What follows belongs to an exercise in optimizing a design on an open flow for small area, a short achievable clock period and few clock cycles; a production flow would make more cautious choices.
The RTL of this run was laid out without a check of its function.
Power is estimated from default activity; no workload was simulated.

--- design/flow/run.sh ---
#!/bin/bash
# synth_recipe.tcl (not shown) runs the flow's synth.tcl, then flattens the netlist and writes it again
# the make line also repeats each setting of config.mk as NAME=value (left out here)
make -C /OpenROAD-flow-scripts/flow DESIGN_CONFIG=/design/flow/config.mk WORK_HOME=/design/flow/orfs CLKGATE_MAP_FILE= SYNTH_SCRIPT=/design/flow/synth_recipe.tcl finish
--- design/flow/config.mk ---
export PLATFORM = sky130hd
export DESIGN_NAME = attention_score
export DESIGN_NICKNAME = attention_score
export VERILOG_FILES = /design/flow/design.v
export SDC_FILE = /design/flow/constraint.sdc
export NUM_CORES = 4
export LEC_CHECK = 0
export ABC_CLOCK_PERIOD_IN_PS = 4500
export CAP_MARGIN = 20
export CORE_MARGIN = 2
export CORE_UTILIZATION = 40
export SETUP_SLACK_MARGIN = 5
export SLEW_MARGIN = 20
--- design/flow/constraint.sdc ---
create_clock -name core_clock -period 10.5 [get_ports {clk}]
set_input_delay 2.1000 -clock core_clock [delete_from_list [all_inputs] [get_ports {clk}]]
set_output_delay 2.1000 -clock core_clock [all_outputs]
set_load 0.01 [all_outputs]
--- design/flow/design.v ---
package att_pkg;
    typedef enum logic [1:0] {
        OP_WRITE_QUERY = 2'd0,
        OP_WRITE_KEY   = 2'd1,
        OP_RUN         = 2'd2,
        OP_READ_SCORE  = 2'd3
    } att_op_e;
endpackage
module fp16_mul (
    input  logic        clk,
    input  logic [15:0] a,
    input  logic [15:0] b,
    output logic [15:0] p
);
    function automatic logic [43:0] csa(input logic [21:0] x, input logic [21:0] y,
                                        input logic [21:0] z);
        logic [21:0] s;
        logic [21:0] c;
        s = x ^ y ^ z;
        c = ((x & y) | (x & z) | (y & z)) << 1;
        csa = {s, c};
    endfunction
    logic [10:0] ma;
    logic [10:0] mb;
    logic [21:0] pp [11];
    logic [21:0] l1 [8];
    logic [21:0] l2 [6];
    logic [21:0] l3 [4];
    logic [21:0] l4 [3];
    logic [21:0] row_s;
    logic [21:0] row_c;
    logic [21:0] prod;
    logic        norm;
    logic [6:0]  e_sum;
    logic [6:0]  e_res;
    logic [15:0] p_next;
    assign ma = {1'b1, a[9:0]};
    assign mb = {1'b1, b[9:0]};
    always_comb begin
        for (int i = 0; i < 11; i++) begin
            pp[i] = 22'(mb[i] ? ma : 11'd0) << i;
        end
        {l1[0], l1[1]} = csa(pp[0], pp[1], pp[2]);
        {l1[2], l1[3]} = csa(pp[3], pp[4], pp[5]);
        {l1[4], l1[5]} = csa(pp[6], pp[7], pp[8]);
        l1[6] = pp[9];
        l1[7] = pp[10];
        {l2[0], l2[1]} = csa(l1[0], l1[1], l1[2]);
        {l2[2], l2[3]} = csa(l1[3], l1[4], l1[5]);
        l2[4] = l1[6];
        l2[5] = l1[7];
        {l3[0], l3[1]} = csa(l2[0], l2[1], l2[2]);
        {l3[2], l3[3]} = csa(l2[3], l2[4], l2[5]);
        {l4[0], l4[1]} = csa(l3[0], l3[1], l3[2]);
        l4[2] = l3[3];
        {row_s, row_c} = csa(l4[0], l4[1], l4[2]);
        prod  = row_s + row_c;
        norm  = prod[21];
        e_sum = {2'b00, a[14:10]} + {2'b00, b[14:10]} + {6'd0, norm};
        e_res = e_sum - 7'd15;
        p_next[15]    = a[15] ^ b[15];
        p_next[14:10] = e_res[4:0];
        p_next[9:0]   = norm ? prod[20:11] : prod[19:10];
        if (a[14:10] == 5'd0 || b[14:10] == 5'd0 || e_sum <= 7'd15) begin
            p_next[14:0] = 15'd0;
        end else if (e_res >= 7'd31) begin
            p_next[14:0] = {5'd30, 10'h3ff};
        end
    end
    always_ff @(posedge clk) begin
        p <= p_next;
    end
endmodule
module fp16_add (
    input  logic        clk,
    input  logic [15:0] a,
    input  logic [15:0] b,
    output logic [15:0] s
);
    logic [14:0] am;
    logic [14:0] bm;
    logic        b_gt;
    logic [14:0] xm;
    logic [14:0] ym;
    logic [4:0]  d;
    logic [13:0] mx;
    logic [13:0] my;
    logic [13:0] y_al;
    logic        sub;
    logic [14:0] sum;
    always_comb begin
        am   = {a[14:10], a[9:0] & {10{|a[14:10]}}};
        bm   = {b[14:10], b[9:0] & {10{|b[14:10]}}};
        b_gt = bm > am;
        xm   = b_gt ? bm : am;
        ym   = b_gt ? am : bm;
        d    = xm[14:10] - ym[14:10];
        mx   = {|xm[14:10], xm[9:0], 3'b000};
        my   = {|ym[14:10], ym[9:0], 3'b000};
        y_al = (my >> d) | {13'd0, |(my & ~(14'h3fff << d))};
        sub  = a[15] ^ b[15];
        sum  = {1'b0, mx} + ({1'b0, y_al} ^ {15{sub}}) + {14'd0, sub};
    end
    logic [14:0] sum_q;
    logic [4:0]  xe_q;
    logic        xs_q;
    logic        ys_q;
    always_ff @(posedge clk) begin
        sum_q <= sum;
        xe_q  <= xm[14:10];
        xs_q  <= b_gt ? b[15] : a[15];
        ys_q  <= b_gt ? a[15] : b[15];
    end
    logic [3:0]  lz;
    logic [14:0] sum_norm;
    logic [6:0]  e_top;
    logic [6:0]  e_res;
    logic [15:0] s_next;
    always_comb begin
        lz = 4'd15;
        for (int i = 0; i <= 14; i++) begin
            if (sum_q[i]) lz = 4'(14 - i);
        end
        sum_norm = sum_q << lz;
        e_top = {2'b00, xe_q} + 7'd1;
        e_res = e_top - {3'b000, lz};
        s_next[15]    = xs_q;
        s_next[14:10] = e_res[4:0];
        s_next[9:0]   = sum_norm[13:4];
        if (sum_q == 15'd0) begin
            s_next = {xs_q & ys_q, 15'd0};
        end else if (e_top <= {3'b000, lz}) begin
            s_next[14:0] = 15'd0;
        end else if (e_res >= 7'd31) begin
            s_next[14:0] = {5'd30, 10'h3ff};
        end
    end
    always_ff @(posedge clk) begin
        s <= s_next;
    end
endmodule
module matrix_store #(
    parameter bit CLR = 1'b0
) (
    input  logic         clk,
    input  logic         rst,
    input  logic [15:0]  ins,
    input  logic [255:0] din,
    output logic [255:0] slots
);
    logic [15:0] r [16];
    for (genvar p = 0; p < 16; p++) begin : g_slot
        logic [15:0] nx;
        assign nx = ins[p] ? din[16*p +: 16] : r[(p + 1) % 16];
        always_ff @(posedge clk) begin
            if (CLR && rst) begin
                r[p] <= {6'd0, nx[9:0]};
            end else begin
                r[p] <= nx;
            end
        end
        assign slots[16*p +: 16] = r[p];
    end
endmodule
module score_sequencer (
    input  logic         clk,
    input  logic         rst,
    input  logic [21:0]  cmd,
    input  logic         cmd_req,
    output logic         cmd_ack,
    output logic [15:0]  rsp_data,
    output logic [15:0]  q_ins,
    output logic [15:0]  k_ins,
    output logic [15:0]  s_ins,
    output logic [255:0] s_din,
    input  logic [255:0] q_slots,
    input  logic [255:0] k_slots,
    input  logic [255:0] s_slots
);
    localparam logic [3:0] PH_GO  = 4'd2;
    localparam logic [6:0] T_LAST = 7'd66;
    logic [1:0] op;
    logic [1:0] rk;
    logic [6:0] t_rdy;
    assign op = cmd[21:20];
    assign rk    = cmd[19:18] ^ cmd[17:16];
    assign t_rdy = {1'b0, rk, cmd[18], 2'b00, cmd[19]} + 7'd10;
    logic [3:0] ph;
    logic [3:0] ph_m1;
    logic [3:0] ph_s;
    logic       pend;
    logic       running;
    logic [6:0] t;
    logic       s_valid;
    logic       busy;
    logic       rd_ok;
    logic       accept;
    logic       start;
    assign busy  = pend | running;
    assign rd_ok = !pend && (!running || t >= t_rdy);
    always_comb begin
        case (op)
            2'd0:    accept = !busy && cmd[19:16] == {ph[0], ph[3], ph[2:1]};
            2'd1:    accept = !busy && cmd[19:16] == {ph_m1[0], ph_m1[3], ph_m1[2:1]};
            2'd2:    accept = !busy;
            default: accept = rd_ok;
        endcase
        accept = accept && cmd_req && !cmd_ack;
    end
    assign start = !running && (pend || (accept && op == 2'd2)) && ph == PH_GO;
    assign q_ins = {accept && op == 2'd0, 15'd0};
    assign k_ins = {accept && op == 2'd1, 15'd0};
    always_ff @(posedge clk) begin
        if (rst) begin
            ph      <= 4'd0;
            ph_m1   <= 4'd15;
            ph_s    <= 4'd13;
            cmd_ack <= 1'b0;
            pend    <= 1'b0;
            running <= 1'b0;
            t       <= '0;
            s_valid <= 1'b0;
        end else begin
            ph    <= ph + 4'd1;
            ph_m1 <= ph_m1 + 4'd1;
            ph_s  <= ph_s - 4'd1;
            if (cmd_ack) begin
                if (!cmd_req) cmd_ack <= 1'b0;
            end else if (accept) begin
                cmd_ack <= 1'b1;
            end
            if (accept && op == 2'd2) begin
                s_valid <= 1'b1;
                pend    <= 1'b1;
            end
            if (start) begin
                pend    <= 1'b0;
                running <= 1'b1;
                t       <= '0;
            end else if (running) begin
                t <= t + 7'd1;
                if (t == T_LAST) running <= 1'b0;
            end
        end
    end
    logic [1:0]  k;
    logic [15:0] q_tap;
    logic [15:0] k_tap;
    assign k     = t[5:4];
    assign q_tap = q_slots[16*13 +: 16];
    always_comb begin
        case ({k, t[0]})
            3'b000, 3'b001: k_tap = k_slots[16*14 +: 16];
            3'b010, 3'b011: k_tap = k_slots[16*6  +: 16];
            3'b100:         k_tap = k_slots[16*15 +: 16];
            3'b101:         k_tap = k_slots[16*13 +: 16];
            3'b110:         k_tap = k_slots[16*7  +: 16];
            default:        k_tap = k_slots[16*5  +: 16];
        endcase
    end
    logic [15:0] prod;
    logic [15:0] acc;
    logic        v1, v2, v3;
    logic        first1;
    logic        last1, last2, last3;
    logic [1:0]  k1, k2, k3;
    always_ff @(posedge clk) begin
        first1 <= t[2:1] == 2'd0;
        last1  <= t[2:1] == 2'd3;
        k1     <= k;
        last2  <= last1;
        k2     <= k1;
        last3  <= last2;
        k3     <= k2;
        if (rst) begin
            v1 <= 1'b0;
            v2 <= 1'b0;
            v3 <= 1'b0;
        end else begin
            v1 <= running && !t[6];
            v2 <= v1;
            v3 <= v2;
        end
    end
    fp16_mul mul_i (
        .clk (clk),
        .a   (q_tap),
        .b   (k_tap),
        .p   (prod)
    );
    fp16_add add_i (
        .clk (clk),
        .a   (first1 ? 16'h0000 : acc),
        .b   (prod),
        .s   (acc)
    );
    logic [15:0] half;
    assign half = (acc[14:10] <= 5'd1) ? {acc[15], 15'd0}
                                       : {acc[15], acc[14:10] - 5'd1, acc[9:0]};
    always_comb begin
        s_din = {16{half}};
        s_ins = '0;
        s_ins[{k3, 1'b0}] = v3 && last3;
    end
    logic [3:0] s_slot;
    assign s_slot = {cmd[18], rk, cmd[19]} + ph_s;
    always_ff @(posedge clk) begin
        rsp_data <= s_valid ? s_slots[16*s_slot +: 16] : 16'h0000;
    end
endmodule
`timescale 1ns/1ns
module attention_score (
    input  logic               clk,
    input  logic               rst,
    input  logic [21:0]        cmd,
    input  logic               cmd_req,
    output logic               cmd_ack,
    output logic [15:0]        rsp_data
);
    logic [15:0]  q_ins;
    logic [15:0]  k_ins;
    logic [15:0]  s_ins;
    logic [255:0] s_din;
    logic [255:0] q_slots;
    logic [255:0] k_slots;
    logic [255:0] s_slots;
    matrix_store #(.CLR(1'b1)) q_i (
        .clk   (clk),
        .rst   (rst),
        .ins   (q_ins),
        .din   ({16{cmd[15:0]}}),
        .slots (q_slots)
    );
    matrix_store #(.CLR(1'b1)) k_i (
        .clk   (clk),
        .rst   (rst),
        .ins   (k_ins),
        .din   ({16{cmd[15:0]}}),
        .slots (k_slots)
    );
    matrix_store #(.CLR(1'b0)) s_i (
        .clk   (clk),
        .rst   (rst),
        .ins   (s_ins),
        .din   (s_din),
        .slots (s_slots)
    );
    score_sequencer seq_i (
        .clk      (clk),
        .rst      (rst),
        .cmd      (cmd),
        .cmd_req  (cmd_req),
        .cmd_ack  (cmd_ack),
        .rsp_data (rsp_data),
        .q_ins    (q_ins),
        .k_ins    (k_ins),
        .s_ins    (s_ins),
        .s_din    (s_din),
        .q_slots  (q_slots),
        .k_slots  (k_slots),
        .s_slots  (s_slots)
    );
endmodule
==> results.txt <==
run status finished clean; share of Yosys cell area claimed by the top area cell type 0.548; Area Growth Syn to Fin 18.7%; Mapped Nets 3066; setup ws final ~3.2 ns; RSZ-0062 raised after global routing true; Cells after Synth between 2000 and 3000; GRT Residual Overflow 0; Pre-Repair DR Iteration Count 5; most common cell in the netlist dfxtp_1; dpl cells approximately 3800; DRC viols 0; endpoints failing hold 0; worst min path class flip-flop to flip-flop; placed cell area approximately 0.034 mm²; IO Count between 40 and 50; clock tree buffer depth 3; Fmax approximately 140 MHz; final instance area 0.0379 mm²; largest net degree at the start of global routing ~140; Chip Height 287 µm; Starting Density 0.405; DP HPWL 46.4 mm; Switching Power roughly 1.5 mW; standard-cell rows between 100 and 150; Leak 15.1 nW; vias in the first global route between 20000 and 25000; pre-CTS setup slack approximately 1.4 ns; Synth Cell Area approximately 0.032 mm²; chip width ~290 µm; number of enable flip-flop cells after synthesis 0; I/O Buffers between 40 and 50; initial antenna violation count 1; Post-synth top cells 874 x dfxtp_1, 240 x nand2_1, 185 x nor2b_1; largest cells by area after synthesis dfxtp_1 55%, fa_1 5.5%, mux4_2 4.7%, ha_1 3.8%, nor2b_1 3.6%; core footprint about 0.079 mm²; H-tree levels 3; Cell variety after synth 91; post-synthesis sequential area ratio 0.548; layout cells sized above 1 0.173; CP Capture Type flip-flop; max-slew violations 0; clk latency of the worst-skew pair between 0.6 and 0.7 ns; Worst Tran Pin Value ~1.0 ns; Fin Setup TNS 0 ns; FFs w/ async S/R, synth 0; Top delay family on crit path adder cells; Final Cycle Share 0.699; maximum fanout along the worst path 10; clock share of power 0.437; required time worst endpoint between 10 and 15 ns; Fin Clk Skew about 0.04 ns; slew margin rel. 0.297; Internal ~5.3 mW; number of synthesized register bits 874; Routed WL per cell ~17 µm; Final min period between 7 and 8 ns; hold_buf cts 0; maxcap violations 0; pwr/cell area 179 mW/mm²; Synth Flop Type dfxtp_1; kind of critical path flip-flop to flip-flop; Power, Total roughly 6.8 mW; DRT Wirelength approximately 70 mm; CTS buffer count 85; via/cell ratio around 5.0; initial DRC count 1125; first-pass GRT wire length roughly 110 mm; final setup violation count 0; startpoint types flip-flop; routed via count 20500; Post-DRT Antenna Nets 0; area of the die approximately 0.082 mm²; post-route insts no fill 4081; maximum vdd drop between 150 and 200 µV; fin nets around 3200; CP arrival between 7 and 8 ns; CP max stage delay 0.57 ns; Ys Warns 12; mean post-synth cell area around 11 µm²; CTS tree yes; Worst-path clk slew roughly 0.07 ns; sequential share of power 0.506; Crit-path slowest cell fa_2; All-Layer GR Usage 0.172; gpl congestion about 0.85; Synth area leader dfxtp_1; Root Driver clkbuf_16; worst path buffer plus inverter count 8; most used cell, CP fa_2; Comb power frac 0.057; switch share 0.226; clk sinks between 800 and 900; n_diodes 0
## layout make-up
type,count,area [µm²]
tap,1050,1310
timing repair buffer,146,1380
clock inverter,37,344
sequential,874,17500
fill,6983,41100
clock buffer,117,2460
inverter,143,543
multi-input combinational,1714,14400
## power by group through the flow
stage                     registers (mW)  logic (mW)  clock network [mW]
after floorplan                     3.49       0.267                   0
after global placement              3.51       0.365                   0
after detailed placement            3.51       0.370                   0
after CTS                           3.44       0.389                3.05
after global routing                3.45       0.427                3.19
final                               3.44       0.387                2.97
## per-stage QoR
| step | util | hold slack (ns) |
|---|---|---|
| after CTS | 0.476 | 0.313 |
| after floorplan | - | 0.310 |
| after global placement | 0.426 | 0.310 |
| after detailed placement | 0.426 | 0.312 |
| after global routing | 0.480 | 0.312 |
| final | 0.480 | 0.309 |
## logic make-up (layout without fill, tap and decap cells)
kind of cell             Yosys count  count (layout)  share of synthesized area
flip-flops                       874             874                      0.548
adder cells (fa/ha/maj)          183             183                     0.0921
AO/OA/AOI/OAI                    473             477                     0.0963
AND/OR/NAND/NOR                  807             808                      0.129
XOR/XNOR                          69              69                     0.0189
buffers and inverters            275             443                     0.0333
multiplexers                     177             177                     0.0827
## per-layer routing
layer,up-vias,wire length (µm),global-route usage
li1,9958,-,-
met1,9938,33200,0.230
met2,450,32600,0.276
met3,144,3220,0.0336
met4,0,1990,0.0637
met5,-,0,0
## registers in the layout, summed over array words and instances (netlist names), 2 cells and up
register,flops
q_i.r,256
seq_i.ph_s,4
seq_i.rsp_data,16
seq_i.ph_m1,4
seq_i.mul_i.p,16
seq_i.add_i.xe_q,5
k_i.r,256
seq_i.k2,2
seq_i.t,7
seq_i.k3,2
seq_i.ph,4
seq_i.add_i.sum_q,15
seq_i.add_i.s,16
seq_i.k1,2
s_i.r,256
## cell usage in the layout, fill, tap and decap left out, types with 39 or more instances in the layout
cell type / netlist / final
xnor2_1: 44 / 39
clkdlybuf4s50_1: 0 / 40
dfxtp_1: 874 / 869
nor2_1: 126 / 116
buf_4: 2 / 90
inv_1: 140 / 135
and2_1: 90 / 82
fa_1: 87 / 80
o21ai_0: 146 / 136
ha_1: 96 / 82
mux4_2: 66 / 66
mux2i_1: 74 / 73
nand2_1: 240 / 229
clkbuf_16: 0 / 85
nor2b_1: 185 / 184
a211oi_1: 48 / 42
a21oi_1: 108 / 87
## worst paths after layout
path / cells past startpoint / end / slack [ns] / from
worst min register to register: 0 / q_i.r[5][1] / 0.31 / q_i.r[6][1]
worst max register to register: 35 / seq_i.mul_i.p[10] / 3.16 / seq_i.t[4]
worst max-delay path: 35 / seq_i.mul_i.p[10] / 3.16 / seq_i.t[4]
worst min-delay path: 0 / q_i.r[5][1] / 0.31 / q_i.r[6][1]
## worst reg2reg max path: cells and delay by family (launching register included)
family	cells	cell delay, ns
mux	1	0.10
simple gates	7	0.80
flops	1	0.41
compound gates	10	1.81
buf+inv	8	0.90
fa+ha+maj	8	3.04
xor+xnor	1	0.22
## what timing repair did
action	CTS	global route
gates cloned	9	0
gates resized for setup	107	39
pin swaps	52	39
setup endpoints to repair	31	30
buffers inserted	63	17

==> afterwards: timing with drivers on the ports <==
Ports are ideal in the flow. The routed layout listed here was re-timed in OpenROAD.
Step 1 (the two cells are an assumption about what drives the block):
set clk [get_ports {clk}]
set_driving_cell -lib_cell sky130_fd_sc_hd__clkbuf_16 $clk
set_driving_cell -lib_cell sky130_fd_sc_hd__buf_2 [delete_from_list [all_inputs] $clk]
Step 2 times the ports against the registers' clock, not the clock port: input delays grow and output delays shrink by t, the midpoint of the rising clock arrivals with the driver on.
Three values: ideal, step 1, step 2; two values: the first two.
t (ns): 0.672
slack for setup (ns): 3.161 / 3.161 / 3.161
hold slack, ns: 0.309 / 0.309 / 0.309
worst setup path after step 2: register to register
latest minus earliest clock arrival (ns): 0.042 / 0.042
After both steps this run still meets setup and hold. The setup slack of this run moves by 0.000 ns with the drivers and by 0.000 ns with both steps.
